This is an optimization exercise on Yosys and OpenROAD, whose aim is small area, not a production implementation.
In this exercise RTL edits were held to simulation tests only and were not proved equivalent to the original.
Power is estimated from default activity; no workload was simulated.

==> flow/design.v (excerpt) <==
module local_move
(
    input  logic        clk,
    input  logic        rst_n,
    input  logic        clause_write,
    input  logic [1:0]  clause_index,
    input  logic [15:0] clause_data,
    input  logic [3:0]  clause_enable,
    input  logic [9:0]  current,
    input  logic [1:0]  bool_propose_enable,
    input  logic [1:0]  int_propose_enable,
    input  logic        start,
    output logic [11:0] gains,
    output logic [2:0]  best_gain,
    output logic [9:0]  best_assignment,
    output logic        done
);
Settings: LEC_CHECK=0, CAP_MARGIN=20, CORE_MARGIN=2, CORE_UTILIZATION=75, CTS_BUF_LIST=sky130_fd_sc_hd__clkbuf_4, SLEW_MARGIN=20, SYNTH_HIERARCHICAL=1; clock period 12.0 ns.
standard.sh (not shown) runs the stock make flow with config.mk's settings and CLKGATE_MAP_FILE= SYNTH_SCRIPT=/design/flow/synth_recipe.tcl, a recipe that flattens the netlist after the stock synthesis.
==> flow/flow/run.sh <==
#!/bin/bash
# Standard ORFS layout with two changes: the ports are buffered with the smallest
# plain buffer, and clock tree synthesis adds no dummy load cells.
set -euo pipefail
export BUFFER_PORTS_ARGS="-buffer_cell sky130_fd_sc_hd__buf_1"
export CTS_ARGS="-sink_clustering_enable -repair_clock_nets -buf_list sky130_fd_sc_hd__clkbuf_4 -dont_use_dummy_load"
bash standard.sh > standard.log 2>&1
The first run ran to the end with no violations.
Change:
==> flow/run.sh (new file) <==
#!/bin/bash
# synth_recipe.tcl (not shown) runs the flow's synth.tcl, then flattens the netlist and writes it again
# the make line also repeats each setting of config.mk as NAME=value (left out here)
make -C /OpenROAD-flow-scripts/flow DESIGN_CONFIG=/design/flow/config.mk WORK_HOME=/design/flow/orfs CLKGATE_MAP_FILE= SYNTH_SCRIPT=/design/flow/synth_recipe.tcl finish
- CORE_UTILIZATION: 75 -> 65
- CTS_BUF_LIST: sky130_fd_sc_hd__clkbuf_4 -> sky130_fd_sc_hd__clkbuf_4 sky130_fd_sc_hd__clkbuf_8
removed: flow/flow/run.sh
removed: flow/standard.sh
Sequential share of layout area drops by 1.9 points.
Cell area climbs by 6.5%.
Routed wire length drops by 1.9%.
Non-clock buffer count climbs by 1.
Worst setup slack got worse by 0.25 ns.
Count of clock-buffer cells in the layout does not change.
Utilization drops by 5.9 points.
Synthesized cell count stays the same.

---

main:
Another version of the RTL of local_move (not shown whole).
Size: roughly 120 flip-flops, roughly 66 I/O pins.
Settings: LEC_CHECK=0, CAP_MARGIN=20, CORE_MARGIN=2, CORE_UTILIZATION=85, CTS_BUF_LIST=sky130_fd_sc_hd__clkbuf_4, SLEW_MARGIN=20, SYNTH_HIERARCHICAL=1; clock period 12.0 ns.
==> flow/flow/run.sh <==
#!/bin/bash
# Standard ORFS layout with two changes: the ports are buffered with the smallest
# plain buffer, and clock tree synthesis adds no dummy load cells.
set -euo pipefail
export BUFFER_PORTS_ARGS="-buffer_cell sky130_fd_sc_hd__buf_1"
export CTS_ARGS="-sink_clustering_enable -repair_clock_nets -buf_list sky130_fd_sc_hd__clkbuf_4 -dont_use_dummy_load"
bash standard.sh > standard.log 2>&1
main: flow completed, timing, DRC and antenna clean
[inputs] the feature branch vs main
- changing CTS_BUF_LIST from sky130_fd_sc_hd__clkbuf_4 to sky130_fd_sc_hd__clkbuf_8
- changing CORE_UTILIZATION from 85 to 75
--- a/flow/flow/run.sh
+++ b/flow/flow/run.sh
@@ -6 +6 @@
-export CTS_ARGS="-sink_clustering_enable -repair_clock_nets -buf_list sky130_fd_sc_hd__clkbuf_4 -dont_use_dummy_load"
+export CTS_ARGS="-sink_clustering_enable -repair_clock_nets -buf_list sky130_fd_sc_hd__clkbuf_8 -dont_use_dummy_load"
- Share of final layout cell area taken by clock buffers and inverters | the feature branch above main
- Layout overhead on the synthesized area delta for the feature branch relative to main: 1.3 points higher
- Delta (the feature branch minus main): final area picked up an extra about 1.2%; first-iteration DRC count saw a decrease; core region area grew by 1700 µm²; total clock network power increased 34%.
- Final-layout fill cell count went up by more than 100% going from main to the feature branch.

--- another note on this design; it stands on its own ---

## job 1257
==> flow/design.v (excerpt) <==
module local_move
(
    input  logic        clk,
    input  logic        rst_n,
    input  logic        clause_write,
    input  logic [1:0]  clause_index,
    input  logic [15:0] clause_data,
    input  logic [3:0]  clause_enable,
    input  logic [9:0]  current,
    input  logic [1:0]  bool_propose_enable,
    input  logic [1:0]  int_propose_enable,
    input  logic        start,
    output logic [11:0] gains,
    output logic [2:0]  best_gain,
    output logic [9:0]  best_assignment,
    output logic        done
);
For scale: roughly 810 cells after synthesis, about 120 flip-flops, about 66 I/O pins, ~9700 um2 of cells after synthesis.
export LEC_CHECK = 0
export CAP_MARGIN = 20
export CORE_MARGIN = 2
export CORE_UTILIZATION = 75
export CTS_BUF_LIST = sky130_fd_sc_hd__clkbuf_4
export SLEW_MARGIN = 20
export SYNTH_HIERARCHICAL = 1
create_clock -name core_clock -period 12.0 [get_ports {clk}]
standard.sh (not shown) runs the stock make flow with config.mk's settings and CLKGATE_MAP_FILE= SYNTH_SCRIPT=/design/flow/synth_recipe.tcl, a recipe that flattens the netlist after the stock synthesis.
==> flow/flow/run.sh <==
#!/bin/bash
# Standard ORFS layout with two changes: the ports are buffered with the smallest
# plain buffer, and clock tree synthesis adds no dummy load cells.
set -euo pipefail
export BUFFER_PORTS_ARGS="-buffer_cell sky130_fd_sc_hd__buf_1"
export CTS_ARGS="-sink_clustering_enable -repair_clock_nets -buf_list sky130_fd_sc_hd__clkbuf_4 -sink_clustering_size 8 -sink_clustering_max_diameter 40 -dont_use_dummy_load"
bash standard.sh > standard.log 2>&1
In summary, job 1257 completed successfully, with a layout that passed the timing, design-rule and antenna checks.
Setup changes, job 1257 to job 7165
diff --git a/flow/flow/run.sh b/flow/flow/run.sh
--- a/flow/flow/run.sh
+++ b/flow/flow/run.sh
@@ -6 +6 @@
-export CTS_ARGS="-sink_clustering_enable -repair_clock_nets -buf_list sky130_fd_sc_hd__clkbuf_4 -sink_clustering_size 8 -sink_clustering_max_diameter 40 -dont_use_dummy_load"
+export CTS_ARGS="-sink_clustering_enable -repair_clock_nets -buf_list sky130_fd_sc_hd__clkbuf_4 -sink_clustering_buffer sky130_fd_sc_hd__clkbuf_8 -dont_use_dummy_load"
==> summary.txt <==
Comparing job 1257 against job 7165, there is no change at all in layout overhead on the synthesized area. | number of clock sinks | job 1257 vs job 7165 | ≈ equal |. Clock period minus final worst setup slack: job 7165 vs job 1257 identical.
> inputs changed (job 7165 -> job 8691)
diff --git a/flow/flow/run.sh b/flow/flow/run.sh
--- a/flow/flow/run.sh
+++ b/flow/flow/run.sh
@@ -6 +6 @@
-export CTS_ARGS="-sink_clustering_enable -repair_clock_nets -buf_list sky130_fd_sc_hd__clkbuf_4 -sink_clustering_buffer sky130_fd_sc_hd__clkbuf_8 -dont_use_dummy_load"
+export CTS_ARGS="-sink_clustering_enable -repair_clock_nets -buf_list sky130_fd_sc_hd__clkbuf_8 -dont_use_dummy_load"
diff --git a/flow/config.mk b/flow/config.mk
--- a/flow/config.mk
+++ b/flow/config.mk
@@ -11 +11 @@
-export CTS_BUF_LIST = sky130_fd_sc_hd__clkbuf_4
+export CTS_BUF_LIST = sky130_fd_sc_hd__clkbuf_8
==> comparison <==
Summary of job 8691 over job 7165: count of placed standard cells in the final layout, fillers left out did not really move, post-layout total power higher, post-route cell area increased by 110 um2 relative to the old numbers.
Every stage of the flow completed for job 8691, and the final layout passed the timing, design-rule and antenna checks.

==> afterwards: timing with drivers on the ports <==
No port has a modelled driver above. Below, the same layouts with a new extraction and two added sets of constraints. Step 1 (the two cells are an assumption about what drives the block):
set clk [get_ports {clk}]
set_driving_cell -lib_cell sky130_fd_sc_hd__clkbuf_16 $clk
set_driving_cell -lib_cell sky130_fd_sc_hd__buf_2 [delete_from_list [all_inputs] $clk]
Step 2 times the ports against the registers' clock, not the clock port: input delays grow and output delays shrink by t, the midpoint of the rising clock arrivals with the driver on. a / b / c = ideal ports / drivers / drivers and shift; a / b = the first two.
run	t (ns)	setup slack, ns	hold slack, ns
the first run of note 1	0.547	1.268 / 1.271 / 0.724	0.493 / 0.493 / 0.493
the second run of note 1	0.490	1.015 / 1.022 / 0.532	0.482 / 0.482 / 0.482
main	0.566	1.025 / 1.037 / 0.471	0.464 / 0.464 / 0.464
the feature branch	0.485	1.068 / 1.064 / 0.579	0.483 / 0.483 / 0.483
job 1257	0.581	1.753 / 1.765 / 1.184	0.490 / 0.490 / 0.490
job 7165	0.581	1.753 / 1.765 / 1.184	0.490 / 0.490 / 0.490
job 8691	0.483	1.515 / 1.533 / 1.050	0.491 / 0.491 / 0.491
After both steps every run listed still meets setup and hold.
